Source: an optimization exercise on an open RTL-to-GDS flow (aim: small area, a short achievable clock period and few clock cycles per item). Production flows keep margins and buffers that such runs may drop.
The RTL was checked by simulation tests, not by an equivalence proof against the original design.

== build 88 ==
Design hijri_date_from_day_number, start of the top module:
module hijri_date_from_day_number (
  input  logic                clk,
  input  logic                rst,
  input  logic                cfg_valid,
  output logic                cfg_ready,
  input  logic [21:0]     epoch_day_number,
  input  logic                in_valid,
  output logic                in_stall,
  input  logic [21:0]     julian_day_number,
  output logic                out_valid,
  input  logic                out_stall,
  output logic [4:0]    hijri_day,
  output logic [3:0]  hijri_month,
  output logic [13:0]   hijri_year,
  output logic                leap_year_flag,
  output logic                status_code
);
Size: ~1,100 cells after synthesis, ~77 I/O pins, roughly 0.013 sq mm of cells after synthesis.
export LEC_CHECK = 0
export CAP_MARGIN = 20
export CORE_MARGIN = 2
export CORE_UTILIZATION = 40
export CTS_BUF_LIST = sky130_fd_sc_hd__clkbuf_4 sky130_fd_sc_hd__clkbuf_8
export SETUP_SLACK_MARGIN = 4.0
export SLEW_MARGIN = 20
create_clock -name core_clock -period 7.5 [get_ports {clk}]
standard.sh (not shown) runs the stock make flow with config.mk's settings and CLKGATE_MAP_FILE= SYNTH_SCRIPT=/design/flow/synth_recipe.tcl, a recipe that flattens the netlist after the stock synthesis.
==> flow/flow/run.sh <==
#!/bin/bash
# Standard layout, with every port buffered by a buf_1 instead of the default
# buffer cell. Each tool's output goes to a log file in this folder.
set -e
cp standard.sh standard_sh.txt
export BUFFER_PORTS_ARGS="-buffer_cell sky130_fd_sc_hd__buf_1"
bash standard.sh > standard.log 2>&1
Testbench counts of build 88, summed over its fixed seeds: cycles 16,040, items 16,000.
#### Input delta (build 55 over build 88)
- SETUP_SLACK_MARGIN now 3.5, was 4.0
==> comparison <==
- In terms of clock-pin slew reported for the worst setup and hold paths after clock tree synthesis, build 55 and build 88 differ only marginally.
- When build 55 is measured against build 88, its wire length per cell turns out 0.26 um lower.
- Number of design-rule violations left by the first detailed-router iteration (build 55 vs. build 88) increases by a little under 10%
- Delta(fraction of area in multi-input gates, build 55 - build 88) < 0
- In build 55, the area of the multi-input gates came out 4.9% below the value in build 88.
- Setup slack: build 55 vs build 88 up 0.014 ns
The inputs of build 97 differ from those of build 55 as listed below.
- a change of SETUP_SLACK_MARGIN from 3.5 to 3.75
[summary]
- NOTE: final standard cell area without fillers in build 97 exceeds that of build 55
- Relative to build 55, build 97 improves detailed-placement wirelength estimate.
- On number of cells on the critical path: between build 55 and build 97, it ends up lower for build 55.
- Compared with build 55, build 97 shows clock-buffer cell count lower by 1.
- Total wire length after detailed routing (build 97 over build 55): increase, 1.8%
- Build 55 reports its end of the critical path as s3_c2f while build 97 reports s4_dlo[5].
Here is what was changed in the inputs of build 38 compared with build 97.
- SETUP_SLACK_MARGIN changed from 3.75 to 3.0
==> run notes <==
Build 38 reached the end of the flow, and the finished layout is clean on the timing, design-rule and antenna checks. Higher worst-margin pin slew goes to build 38 over build 97. After detailed routing, build 97 needs more wire than build 38. Looking at cell with the largest stage delay on the worst path, the fa_2 result is from build 38; the edfxtp_1 one comes from build 97. Post-layout minimum cycle time was higher in the run labelled build 38. Core utilization: build 38 lower than build 97. Setup slack, build 38 and build 97, lower one = build 38.

* * *

Setup of v35:
hijri_date_from_day_number, a different RTL version from the one above (not shown whole).
Size: about 1200 cells after synthesis, ~170 flip-flops, roughly 13000 µm² of cells after synthesis.
Design hijri_date_from_day_number, start of the top module:
module hijri_date_from_day_number (
  input  logic                clk,
  input  logic                rst,
  input  logic                cfg_valid,
  output logic                cfg_ready,
  input  logic [21:0]     epoch_day_number,
  input  logic                in_valid,
  output logic                in_stall,
  input  logic [21:0]     julian_day_number,
  output logic                out_valid,
  input  logic                out_stall,
  output logic [4:0]    hijri_day,
  output logic [3:0]  hijri_month,
  output logic [13:0]   hijri_year,
  output logic                leap_year_flag,
  output logic                status_code
);
make LEC_CHECK=0 CAP_MARGIN=20 CORE_MARGIN=2 CORE_UTILIZATION=40 CTS_BUF_LIST='sky130_fd_sc_hd__clkbuf_4 sky130_fd_sc_hd__clkbuf_8' SETUP_SLACK_MARGIN=3.0 SLEW_MARGIN=20 finish   # period 7.5 ns
run.sh (not shown) runs the stock make flow with config.mk's settings and CLKGATE_MAP_FILE= SYNTH_SCRIPT=/design/flow/synth_recipe.tcl, a recipe that flattens the netlist after the stock synthesis.
Stock flow here: none of the scripts above is used.
v35 ran to completion and came out clean on the timing, design-rule and antenna checks.
Testbench counts of v35, summed over its fixed seeds: cycles 16,040, items 16,000.
Input-level comparison between v26 and v35:
Settings: SETUP_SLACK_MARGIN now 4.0, was 3.0.
==> flow/flow/run.sh (new file) <==
#!/bin/bash
# Standard layout, with every port buffered by a buf_1 instead of the default
# buffer cell. Each tool's output goes to a log file in this folder.
set -e
cp standard.sh standard_sh.txt
export BUFFER_PORTS_ARGS="-buffer_cell sky130_fd_sc_hd__buf_1"
bash standard.sh > standard.log 2>&1
==> flow/standard.sh (new file) <==
#!/bin/bash
# synth_recipe.tcl (not shown) runs the flow's synth.tcl, then flattens the netlist and writes it again
# the make line also repeats each setting of config.mk as NAME=value (left out here)
make -C /OpenROAD-flow-scripts/flow DESIGN_CONFIG=/design/flow/config.mk WORK_HOME=/design/flow/orfs CLKGATE_MAP_FILE= SYNTH_SCRIPT=/design/flow/synth_recipe.tcl "${@:-finish}"
removed: flow/run.sh
- Via-per-instance ratio for v26 is higher than for v35.
- Taking v35 as the reference point, the least setup slack across all paths after layout of v26 rises by 0.047 ns.
- Period utilization (lower): v26
- Compared with v35, v26 ends up with more cell area.
- In the metrics for v26 and v35, the one carrying the lower highest clock rate is v35.
- Core utilization, v26 and v35, higher one = v26.
- Measured against each other, v26 and v35 differ in met3 demand-to-capacity share in global routing, the higher figure coming from v26.
- For the total routing resource utilization after global routing, v26 came in 1.3 points higher than v35 did.

==> afterwards: timing with drivers on the ports <==
The results above use ideal ports. As a check the final layouts listed here were re-extracted and re-timed, cells and wires unchanged.
Step 1: set_driving_cell puts a clkbuf_16 on clk and a buf_2 on each other input, an assumption about the parent block.
Step 2 also shifts input and output timing later by t, the mid clock arrival at the registers, as if the neighbouring blocks saw the same clock.
a / b / c = ideal / step 1 / step 2; a / b = the first two.
| run | t, ns | setup WS [ns] | worst slew at a driven data input, ns |
|---|---|---|---|
| build 88 | 0.504 | 3.606 / 3.606 / 3.606 | 0.04 |
| build 55 | 0.505 | 3.620 / 3.615 / 3.253 | 0.03 |
| build 97 | 0.510 | 3.525 / 3.525 / 3.412 | 0.03 |
| build 38 | 0.497 | 3.279 / 3.279 / 3.230 | 0.04 |
| v35 | 0.502 | 3.159 / 3.159 / 3.033 | 0.04 |
| v26 | 0.508 | 3.206 / 3.206 / 3.206 | 0.08 |
After both steps setup and hold are still met in every run listed. For build 55, which loses most, drivers alone change the setup slack by -0.005 ns; drivers and shift together by -0.367 ns.
